This design comes from an exercise in tuning for small area on the open sky130 flow, not from production work.
Function was checked by simulation only, so behaviour that the tests miss may differ from the original.
Power is estimated from default activity; no workload was simulated.

`flow/design.v`:
```
package render_pkg;
    localparam int STATUS_HEIGHT = 8;
    localparam int GAME_Y_END    = 150;
    localparam int TANK_W        = 3;
    localparam int TANK_H        = 4;
    localparam int BULLET_SIZE   = 2;
    typedef logic [7:0]  coord_t;
    typedef logic [8:0]  row_t;
    typedef logic [1:0]  dir_t;
    typedef logic [1:0]  hp_t;
    typedef logic [11:0] rgb_t;
    localparam dir_t DIR_UP    = 2'd0;
    localparam dir_t DIR_DOWN  = 2'd1;
    localparam dir_t DIR_LEFT  = 2'd2;
    localparam dir_t DIR_RIGHT = 2'd3;
    localparam rgb_t COLOR_BG     = 12'hFFF;
    localparam rgb_t COLOR_WALL   = 12'h333;
    localparam rgb_t COLOR_P1     = 12'h0A0;
    localparam rgb_t COLOR_P2     = 12'h00A;
    localparam rgb_t COLOR_BULLET = 12'hF80;
    localparam rgb_t COLOR_HEART  = 12'hF00;
    localparam rgb_t COLOR_SHIELD = 12'h0FF;
    localparam rgb_t COLOR_TEXT   = 12'h000;
    localparam rgb_t COLOR_WIN_P1 = 12'h0F0;
    localparam rgb_t COLOR_WIN_P2 = 12'h00F;
    typedef logic [5:0]  reg_addr_t;
    typedef logic [16:0] reg_data_t;
    localparam reg_addr_t ADDR_CTRL        = 6'd0;
    localparam reg_addr_t ADDR_P1_POS      = 6'd1;
    localparam reg_addr_t ADDR_P1_ATTR     = 6'd2;
    localparam reg_addr_t ADDR_P2_POS      = 6'd3;
    localparam reg_addr_t ADDR_P2_ATTR     = 6'd4;
    localparam reg_addr_t ADDR_BULLET_BASE = 6'd32;
endpackage
`timescale 1ns/100ps
import render_pkg::*;
module scene_regs #(
    parameter int BULLET_NUM = 8
) (
    input  logic                     pclk,
    input  logic                     in_reset_hint,
    input  logic                     wr_req,
    input  render_pkg::reg_addr_t    wr_addr,
    input  render_pkg::reg_data_t    wr_data,
    output logic                     wr_ack,
    output render_pkg::coord_t       p1_x,
    output render_pkg::coord_t       p1_y,
    output render_pkg::coord_t       p2_x,
    output render_pkg::coord_t       p2_y,
    output render_pkg::dir_t         p1_dir,
    output render_pkg::dir_t         p2_dir,
    output render_pkg::hp_t          p1_hp,
    output render_pkg::hp_t          p2_hp,
    output logic                     p1_alive,
    output logic                     p2_alive,
    output logic                     p1_shield,
    output logic                     p2_shield,
    output logic [BULLET_NUM-1:0]    bullet_active,
    output logic [BULLET_NUM*8-1:0]  bullet_x,
    output logic [BULLET_NUM*8-1:0]  bullet_y,
    output logic                     game_over,
    output logic                     p1_win
);
    always_ff @(posedge pclk) begin
        if (in_reset_hint) begin
            wr_ack        <= 1'b0;
            {p1_x, p1_y, p2_x, p2_y} <= '0;
            {p1_dir, p1_hp, p1_alive, p1_shield} <= '0;
            {p2_dir, p2_hp, p2_alive, p2_shield} <= '0;
            bullet_active <= '0;
            bullet_x      <= '0;
            bullet_y      <= '0;
            game_over     <= 1'b0;
            p1_win        <= 1'b0;
        end else if (wr_req && !wr_ack) begin
            wr_ack <= 1'b1;
            case (wr_addr)
                ADDR_CTRL: begin
                    game_over <= wr_data[0];
                    p1_win    <= wr_data[1];
                end
                ADDR_P1_POS: {p1_x, p1_y} <= wr_data[15:0];
                ADDR_P1_ATTR: {p1_shield, p1_alive, p1_hp, p1_dir} <= wr_data[5:0];
                ADDR_P2_POS: {p2_x, p2_y} <= wr_data[15:0];
                ADDR_P2_ATTR: {p2_shield, p2_alive, p2_hp, p2_dir} <= wr_data[5:0];
                default: begin
                    for (int i = 0; i < BULLET_NUM; i++) begin
                        if (wr_addr == ADDR_BULLET_BASE + i) begin
                            bullet_active[i]   <= wr_data[16];
                            bullet_x[i*8 +: 8] <= wr_data[15:8];
                            bullet_y[i*8 +: 8] <= wr_data[7:0];
                        end
                    end
                end
            endcase
        end else if (!wr_req) begin
            wr_ack <= 1'b0;
        end
    end
endmodule
`timescale 1ns/100ps
import render_pkg::*;
module tank_sprite (
    input  render_pkg::coord_t pixel_x,
    input  render_pkg::row_t   game_y,
    input  logic               in_game,
    input  render_pkg::coord_t tank_x,
    input  render_pkg::coord_t tank_y,
    input  render_pkg::dir_t   tank_dir,
    input  logic               alive,
    input  logic               shield,
    output logic               body_pixel,
    output logic               shield_pixel
);
    logic [8:0] ox, oy;
    logic [8:0] col, row;
    logic       in_box, in_ring_box, shape;
    assign ox = {1'b0, pixel_x} + 9'd1 - {1'b0, tank_x};
    assign oy = game_y + 9'd1 - {1'b0, tank_y};
    assign col = ox - 9'd1;
    assign row = oy - 9'd1;
    assign in_box      = (col < TANK_W) && (row < TANK_H);
    assign in_ring_box = (ox < TANK_W + 2) && (oy < TANK_H + 2);
    always_comb begin
        case (tank_dir)
            DIR_UP:    shape = (row[1:0] != 2'd0) || (col[1:0] == 2'd1);
            DIR_DOWN:  shape = (row[1:0] != 2'd3) || (col[1:0] == 2'd1);
            DIR_LEFT:  shape = (col[1:0] == 2'd0) ? (row[1:0] == 2'd1) : (row[1:0] <= 2'd2);
            default:   shape = (col[1:0] == 2'd2) ? (row[1:0] == 2'd1) : (row[1:0] <= 2'd2);
        endcase
    end
    assign body_pixel   = alive && in_game && in_box && shape;
    assign shield_pixel = alive && shield && in_game && in_ring_box && !in_box;
endmodule
`timescale 1ns/100ps
import render_pkg::*;
module bullet_hit #(
    parameter int BULLET_NUM = 8
) (
    input  render_pkg::coord_t      pixel_x,
    input  render_pkg::row_t        game_y,
    input  logic                    in_game,
    input  logic [BULLET_NUM-1:0]   bullet_active,
    input  logic [BULLET_NUM*8-1:0] bullet_x,
    input  logic [BULLET_NUM*8-1:0] bullet_y,
    output logic                    any_bullet
);
    logic [BULLET_NUM-1:0] hit;
    for (genvar i = 0; i < BULLET_NUM; i++) begin : g_bullet
        logic [8:0] dx, dy;
        assign dx = {1'b0, pixel_x} - {1'b0, bullet_x[i*8 +: 8]};
        assign dy = game_y - {1'b0, bullet_y[i*8 +: 8]};
        assign hit[i] = bullet_active[i] && (dx < BULLET_SIZE) && (dy < BULLET_SIZE);
    end
    assign any_bullet = in_game && (|hit);
endmodule
`timescale 1ns/100ps
import render_pkg::*;
module win_banner (
    input  render_pkg::coord_t pixel_x,
    input  render_pkg::row_t   pixel_y,
    input  logic               game_over,
    input  logic               p1_win,
    output logic               in_box,
    output logic               text_pixel
);
    function automatic logic [34:0] glyph(input logic [2:0] c);
        case (c)
            3'd0:    glyph = 35'b11110_10001_10001_11110_10000_10000_10000;   
            3'd1:    glyph = 35'b00100_01100_00100_00100_00100_00100_01110;   
            3'd2:    glyph = 35'b01110_10001_00001_00110_01000_10000_11111;   
            3'd3:    glyph = 35'b10001_10001_10001_10101_10101_10101_01010;   
            3'd4:    glyph = 35'b01110_00100_00100_00100_00100_00100_01110;   
            3'd5:    glyph = 35'b10001_11001_10101_10101_10011_10001_10001;   
            default: glyph = 35'b0;
        endcase
    endfunction
    function automatic logic [7:0] slot_x(input int s);
        case (s)
            0:       slot_x = 8'd78;
            1:       slot_x = 8'd84;
            2:       slot_x = 8'd92;
            3:       slot_x = 8'd98;
            default: slot_x = 8'd104;
        endcase
    endfunction
    logic [2:0] slot_code [5];
    logic [2:0] code;
    logic [2:0] col;
    logic [2:0] text_row;
    logic       in_slot;
    logic       in_text_rows;
    logic [4:0] line;
    logic [34:0] glyph_bits;
    assign slot_code[0] = 3'd0;
    assign slot_code[1] = p1_win ? 3'd1 : 3'd2;
    assign slot_code[2] = 3'd3;
    assign slot_code[3] = 3'd4;
    assign slot_code[4] = 3'd5;
    assign in_box = game_over && (pixel_x >= 8'd70) && (pixel_x <= 8'd129) &&
                    (pixel_y >= 9'd60) && (pixel_y <= 9'd89);
    assign in_text_rows = (pixel_y >= 9'd70) && (pixel_y <= 9'd76);
    assign text_row = 3'(pixel_y - 9'd70);
    always_comb begin
        in_slot = 1'b0;
        code    = 3'd0;
        col     = 3'd0;
        for (int s = 0; s < 5; s++) begin
            if (pixel_x >= slot_x(s) && pixel_x < slot_x(s) + 5) begin
                in_slot = 1'b1;
                code    = slot_code[s];
                col     = 3'(pixel_x - slot_x(s));
            end
        end
    end
    assign glyph_bits = glyph(code);
    assign line = glyph_bits[34 - 5*text_row -: 5];
    assign text_pixel = game_over && in_text_rows && in_slot && line[3'd4 - col];
endmodule
`timescale 1ns/100ps
import render_pkg::*;
module pixel_compose (
    input  logic               pclk,
    input  logic               in_reset_hint,
    input  logic               in_display,
    input  render_pkg::coord_t pixel_x,
    input  render_pkg::row_t   pixel_y,
    input  logic               in_game,
    input  render_pkg::hp_t    p1_hp,
    input  render_pkg::hp_t    p2_hp,
    input  logic               p1_win,
    input  logic               any_bullet,
    input  logic               p1_body,
    input  logic               p2_body,
    input  logic               p1_shield_px,
    input  logic               p2_shield_px,
    input  logic               map_wall,
    input  logic               banner_box,
    input  logic               banner_text,
    output render_pkg::rgb_t   rgb
);
    logic heart_row, p1_heart, p2_heart, status_line;
    function automatic logic in_span(input logic [7:0] x, input logic [7:0] left);
        in_span = ({1'b0, x} >= {1'b0, left}) && ({1'b0, x} < {1'b0, left} + 9'd5);
    endfunction
    assign heart_row = (pixel_y >= 9'd2) && (pixel_y <= 9'd5);
    assign p1_heart = (in_span(pixel_x, 8'd2) && p1_hp >= 2'd1) ||
                      (in_span(pixel_x, 8'd9) && p1_hp >= 2'd2) ||
                      (in_span(pixel_x, 8'd16) && p1_hp >= 2'd3);
    assign p2_heart = (in_span(pixel_x, 8'd179) && p2_hp >= 2'd1) ||
                      (in_span(pixel_x, 8'd186) && p2_hp >= 2'd2) ||
                      (in_span(pixel_x, 8'd193) && p2_hp >= 2'd3);
    assign status_line = (pixel_y == STATUS_HEIGHT - 1);
    always_ff @(posedge pclk) begin
        if (in_reset_hint || !in_display) rgb <= '0;
        else if (banner_text) rgb <= COLOR_TEXT;
        else if (banner_box) rgb <= p1_win ? COLOR_WIN_P1 : COLOR_WIN_P2;
        else if (any_bullet) rgb <= COLOR_BULLET;
        else if (p1_shield_px || p2_shield_px) rgb <= COLOR_SHIELD;
        else if (p1_body) rgb <= COLOR_P1;
        else if (p2_body) rgb <= COLOR_P2;
        else if (in_game && map_wall) rgb <= COLOR_WALL;
        else if (heart_row && (p1_heart || p2_heart)) rgb <= COLOR_HEART;
        else if (status_line) rgb <= COLOR_WALL;
        else rgb <= COLOR_BG;
    end
endmodule
`timescale 1ns/100ps
import render_pkg::*;
module tank_renderer #(
    parameter int BULLET_NUM = 8
) (
    input  logic                  pclk,
    input  logic                  in_reset_hint,
    input  logic                  wr_req,
    input  render_pkg::reg_addr_t wr_addr,
    input  render_pkg::reg_data_t wr_data,
    output logic                  wr_ack,
    input  render_pkg::coord_t    pixel_x,
    input  render_pkg::row_t      pixel_y,
    input  logic                  in_display,
    output render_pkg::coord_t    map_rd_x,
    output render_pkg::coord_t    map_rd_y,
    input  logic                  map_wall,
    output render_pkg::rgb_t      rgb
);
    logic [7:0]              p1_x, p1_y, p2_x, p2_y;
    logic [1:0]              p1_dir, p2_dir;
    logic [1:0]              p1_hp, p2_hp;
    logic                    p1_alive, p2_alive, p1_shield, p2_shield;
    logic [BULLET_NUM-1:0]   bullet_active;
    logic [BULLET_NUM*8-1:0] bullet_x, bullet_y;
    logic                    game_over, p1_win;
    logic [8:0]              game_y;
    logic                    in_game;
    logic                    any_bullet, p1_body, p2_body, p1_shield_px, p2_shield_px;
    logic                    banner_box, banner_text;
    assign game_y   = pixel_y - STATUS_HEIGHT;
    assign in_game  = (pixel_y >= STATUS_HEIGHT) && (pixel_y < GAME_Y_END);
    assign map_rd_x = pixel_x;
    assign map_rd_y = game_y[7:0];
    scene_regs #(.BULLET_NUM(BULLET_NUM)) u_regs (
        .pclk, .in_reset_hint, .wr_req, .wr_addr, .wr_data, .wr_ack,
        .p1_x, .p1_y, .p2_x, .p2_y, .p1_dir, .p2_dir, .p1_hp, .p2_hp,
        .p1_alive, .p2_alive, .p1_shield, .p2_shield,
        .bullet_active, .bullet_x, .bullet_y, .game_over, .p1_win
    );
    tank_sprite u_p1_sprite (
        .pixel_x, .game_y, .in_game, .tank_x(p1_x), .tank_y(p1_y), .tank_dir(p1_dir),
        .alive(p1_alive), .shield(p1_shield), .body_pixel(p1_body), .shield_pixel(p1_shield_px)
    );
    tank_sprite u_p2_sprite (
        .pixel_x, .game_y, .in_game, .tank_x(p2_x), .tank_y(p2_y), .tank_dir(p2_dir),
        .alive(p2_alive), .shield(p2_shield), .body_pixel(p2_body), .shield_pixel(p2_shield_px)
    );
    bullet_hit #(.BULLET_NUM(BULLET_NUM)) u_bullets (
        .pixel_x, .game_y, .in_game, .bullet_active, .bullet_x, .bullet_y, .any_bullet
    );
    win_banner u_banner (
        .pixel_x, .pixel_y, .game_over, .p1_win, .in_box(banner_box), .text_pixel(banner_text)
    );
    pixel_compose u_compose (
        .pclk, .in_reset_hint, .in_display, .pixel_x, .pixel_y, .in_game,
        .p1_hp, .p2_hp, .p1_win, .any_bullet, .p1_body, .p2_body,
        .p1_shield_px, .p2_shield_px, .map_wall, .banner_box, .banner_text, .rgb
    );
endmodule
```
`flow/run.sh`:
```
#!/bin/bash
# synth_recipe.tcl (not shown) runs the flow's synth.tcl, then flattens the netlist and writes it again
# the make line also repeats each setting of config.mk as NAME=value (left out here)
make -C /OpenROAD-flow-scripts/flow DESIGN_CONFIG=/design/flow/config.mk WORK_HOME=/design/flow/orfs CLKGATE_MAP_FILE= SYNTH_SCRIPT=/design/flow/synth_recipe.tcl finish
```
`flow/config.mk`:
```
export PLATFORM = sky130hd
export DESIGN_NAME = tank_renderer
export DESIGN_NICKNAME = tank_renderer
export VERILOG_FILES = /design/flow/design.v
export SDC_FILE = /design/flow/constraint.sdc
export NUM_CORES = 4
export LEC_CHECK = 0
export CAP_MARGIN = 20
export CORE_MARGIN = 2
export CORE_UTILIZATION = 40
export SLEW_MARGIN = 20
```
`flow/constraint.sdc`:
```
create_clock -name core_clock -period 8.0 [get_ports {pclk}]
set_input_delay 1.6000 -clock core_clock [delete_from_list [all_inputs] [get_ports {pclk}]]
set_output_delay 1.6000 -clock core_clock [all_outputs]
set_load 0.01 [all_outputs]
```
==> flow_metrics.py <==
metrics = {
    "logic_synthesis": {
        "seq_area_frac_synth": 0.220,
        "synthArstFlopShare": 0,
        "synthAdderAreaFrac": 0.149,
        "ys_ff_latch": 193,
        "syn_area_per_cell_um2": 7.30,
        "synth_compound_area_frac": 0.248,
        "synth_edf_count": 0,
        "synth.area.mux_share": 0.0271,
        "synth_top_family_by_area": "compound AO/OA/AOI/OAI gates",
        "syn_nets": 2651,
        "synth_xor_area_frac": 0.0412,
        "synth_ff_type": "dfxtp_1",
        "syn_area_um2": 17600,
        "synth_warnings": 5,
        "synth_cell_types": 93,
        "syn-instance-count": 2409,
        "synthSimpleGateAreaFrac": 0.240,
    },
    "timing": {
        "final_hold_viol_count": 0,
        "rsz0062_at_grt": "false",
        "worstMarginPinSlew_ns": 1.14,
        "slew_viol_final": 0,
        "clock_skew_ns": 0.00662,
        "timing.final.crit_period_ns": 6.71,
        "fin_tns_setup_ns": 0,
        "slew_headroom": 0.235,
        "max_freq_mhz": 149,
        "setup_violations": 0,
        "finalCritPeriodShare": 0.839,
    },
    "worst_setup_path": {
        "critPathMaxStageDelay_ns": 0.68,
        "reg2reg_to": "u_compose.rgb[5]",
        "path_class": "in2reg",
        "required_ns": 8.36,
        "reg2reg_depth": 12,
        "crit_path_end": "u_compose.rgb[5]",
        "rrSetupSlack_ns": 3.98,
        "startpoint_type": "input port",
        "slowest_stage": "a2111oi_0",
        "cp_max_fo": 9,
        "crit_path_start": "pixel_y[4]",
        "arrival_ns": 7.07,
        "crit_path_end_kind": "flop",
        "path_cells": "clkdlybuf4s50_1 > inv_1 > ha_1 > or3b_2 > xor2_1 > inv_1 > buf_4 > ha_1 > o22ai_1 > or4_1 > nor4_1 > o311ai_0 > a2111oi_0 > a221oi_1 > a41oi_1 > o31a_1 > nor2_1",
        "timing.rr.start": "u_regs.bullet_x[40]",
    },
    "grt": {
        "met3_usage": 0.0407,
        "grt_start_max_net_pins": 82,
        "top_usage_layer": "met2",
        "use_met1": 0.361,
        "grt_first_pass_wirelength_um": 98400,
        "antenna_found_initial": 1,
        "grtUsageTotal": 0.287,
        "grt_pass1_vias": 16834,
        "grt_overflow_total": 0,
        "grt_util_met2": 0.481,
    },
    "floorplanning": {
        "io_pins": 74,
        "start_util": 0.407,
        "die_y_um": 214,
        "die_x_um": 214,
        "rows": 76,
        "core_area_um2": 43300,
        "die-area_um2": 45700,
    },
    "route": {
        "antenna_left": 0,
        "drt_iter0_drc": 1390,
        "wl_per_cell_um": 21.5,
        "first_pass_iters": 6,
        "drt-total-wl_um": 64700,
        "vias": 17758,
        "vias_per_cell": 5.89,
        "drc": 0,
    },
    "clock_tree": {
        "clk_pin_slew_ns": 0.07,
        "clock-root-buffer": "clkbuf_16",
        "cts_sinks": 193,
        "cts_resized": 0,
        "cts_tree": "built",
        "htreeDepth": 4,
        "cts_setup_buffers": 0,
        "insertion_delay_ns": 0.49,
        "numCtsBuffers": 17,
        "clock_path_buffers": 2,
        "holdBufCountCts": 0,
    },
    "run": {
        "max_cap_violations": 0,
    },
    "final_layout": {
        "fillers": 4394,
        "final_core_util": 0.450,
        "antenna_cells": 0,
        "final_common_cell": "nand2_1",
        "register_area_um2": 3860,
        "fin_nets": 2659,
        "final_cell_mix": "nand2_1, a21oi_1, inv_1",
        "multi_input_area_um2": 12400,
        "drive_gt1_frac": 0.0469,
        "area_growth_pct": 10.8,
    },
    "worst_hold_path": {
        "hold_class": "reg2reg",
    },
    "placement": {
        "gp_congestion": 0.957,
        "port_buffers": 73,
        "dp_hpwl_um": 46400,
    },
    "status": {
        "run_status": "timing/DRC/antenna clean",
    },
    "power_and_ir_drop": {
        "powerDensity_nw_per_um2": 143,
        "leakage_nw": 7.09,
        "peakVddDrop_v": 0.000176,
    },
}
## worst max-delay path, delay by kind of cell
kind,cells,cell delay (ns)
buffers and inverters,4,1.05
AND/OR/NAND/NOR,4,1.34
AO/OA/AOI/OAI,6,2.11
adder cells (fa/ha/maj),2,0.68
XOR/XNOR,1,0.28
## per-layer routing
layer	vias up	wire length (µm)
met5	-	15
met4	2	3020
met3	148	3580
met2	596	30000
met1	8468	28100
li1	8544	-
## sequential cells by signal, indices dropped and copies added (netlist names)
| name | flops |
|---|---|
| u_regs.p1_hp | 2 |
| u_regs.p1_x | 8 |
| u_regs.p1_dir | 2 |
| u_regs.p1_y | 8 |
| u_regs.p2_x | 8 |
| u_regs.bullet_active | 8 |
| u_regs.p2_hp | 2 |
| u_regs.bullet_x | 64 |
| u_regs.p1_alive | 1 |
| u_regs.bullet_y | 64 |
| u_regs.p2_shield | 1 |
| u_regs.p1_shield | 1 |
| u_regs.game_over | 1 |
| u_regs.p2_y | 8 |
| u_compose.rgb | 10 |
| u_regs.wr_ack | 1 |
| u_regs.p2_dir | 2 |
| u_regs.p1_win | 1 |
| u_regs.p2_alive | 1 |
## cell type report
| type | count | share of cell area |
|---|---|---|
| well taps | 585 | 0.0376 |
| clock buffers | 20 | 0.0234 |
| repair buffers | 111 | 0.0518 |
| clock inverters | 12 | 0.00918 |
| multi-input cells | 1880 | 0.638 |
| flip-flops and latches | 193 | 0.198 |
| inverters | 214 | 0.0412 |
## report_power, final
group | internal, mW | leakage, nW | switching [mW] | total (mW)
combinational | 0.311 | 5.22 | 0.531 | 0.842
clock | 0.542 | 0.309 | 0.421 | 0.962
sequential | 0.968 | 1.56 | 0.00474 | 0.972
## worst min-delay path by stage
| stage | start | to | cells past startpoint |
|---|---|---|---|
| global placement | u_regs.bullet_x[40] | u_regs.bullet_x[40] | 2 |
| finish | u_regs.bullet_x[46] | u_regs.bullet_x[46] | 2 |
| floorplan | u_regs.bullet_y[40] | u_regs.bullet_y[40] | 2 |
| global route | u_regs.bullet_x[47] | u_regs.bullet_x[47] | 2 |
| detailed placement | u_regs.bullet_x[40] | u_regs.bullet_x[40] | 2 |
| CTS | u_regs.bullet_x[40] | u_regs.bullet_x[40] | 2 |
## through the flow
| step | hold slack, ns | worst slack (ns) | instance area (µm²) | power [mW] | cells |
|---|---|---|---|---|---|
| floorplan | 0.427 | 2.11 | 17600 | 1.54 | 2409 |
| global placement | 0.436 | 1.17 | 18800 | 1.81 | 2982 |
| detailed placement | 0.443 | 1.01 | 18800 | 1.82 | 2982 |
| CTS | 0.453 | 1.49 | 19500 | 2.78 | 3014 |
| global route | 0.465 | 0.965 | 19500 | 2.90 | 3015 |
| finish | 0.452 | 1.29 | 19500 | 2.78 | 3015 |
## kinds of logic (layout without fill, tap and decap cells)
kind of cell / after synthesis / in the layout
flip-flops: 193 / 193
AND/OR/NAND/NOR: 884 / 884
adder cells (fa/ha/maj): 197 / 197
XOR/XNOR: 81 / 81
buffers and inverters: 336 / 357
multiplexers: 47 / 47
AO/OA/AOI/OAI: 671 / 671
## synth_stat cells (all sizes together) (32+ instances only)
master	n	area share
clkbuf	93	0.020
nor3	50	0.014
dfxtp	193	0.22
o21ai	86	0.025
mux2i	42	0.024
xnor2	49	0.024
a21oi	269	0.077
ha	177	0.13
a211oi	32	0.015
nor2b	47	0.017
nand2	407	0.087
nand3	50	0.015
inv	214	0.046
nor2	134	0.029

==> port drivers added, routing unchanged <==
The flow's constraints put no driver on any port. The routed layout listed below was extracted and timed again, unchanged, in two steps.
Step 1 sets driving cells, clkbuf_16 on the clock port and buf_2 on the other inputs (assumed; they add their load-dependent delay and slew).
Step 2 times the ports against the registers' clock, not the clock port: input delays grow and output delays shrink by t, the midpoint of the rising clock arrivals with the driver on.
Three values: ideal, step 1, step 2; two values: the first two.
shift t [ns]: 0.542
setup slack, ns: 1.288 / 1.321 / 0.779
worst setup path after step 2: input to register
clock arrival spread, ns: 0.011 / 0.010
worst data-port slew with drivers (ns): 0.10
After both steps setup and hold are still met in this run. For this run, drivers alone change the setup slack by +0.033 ns; drivers and shift together by -0.509 ns.
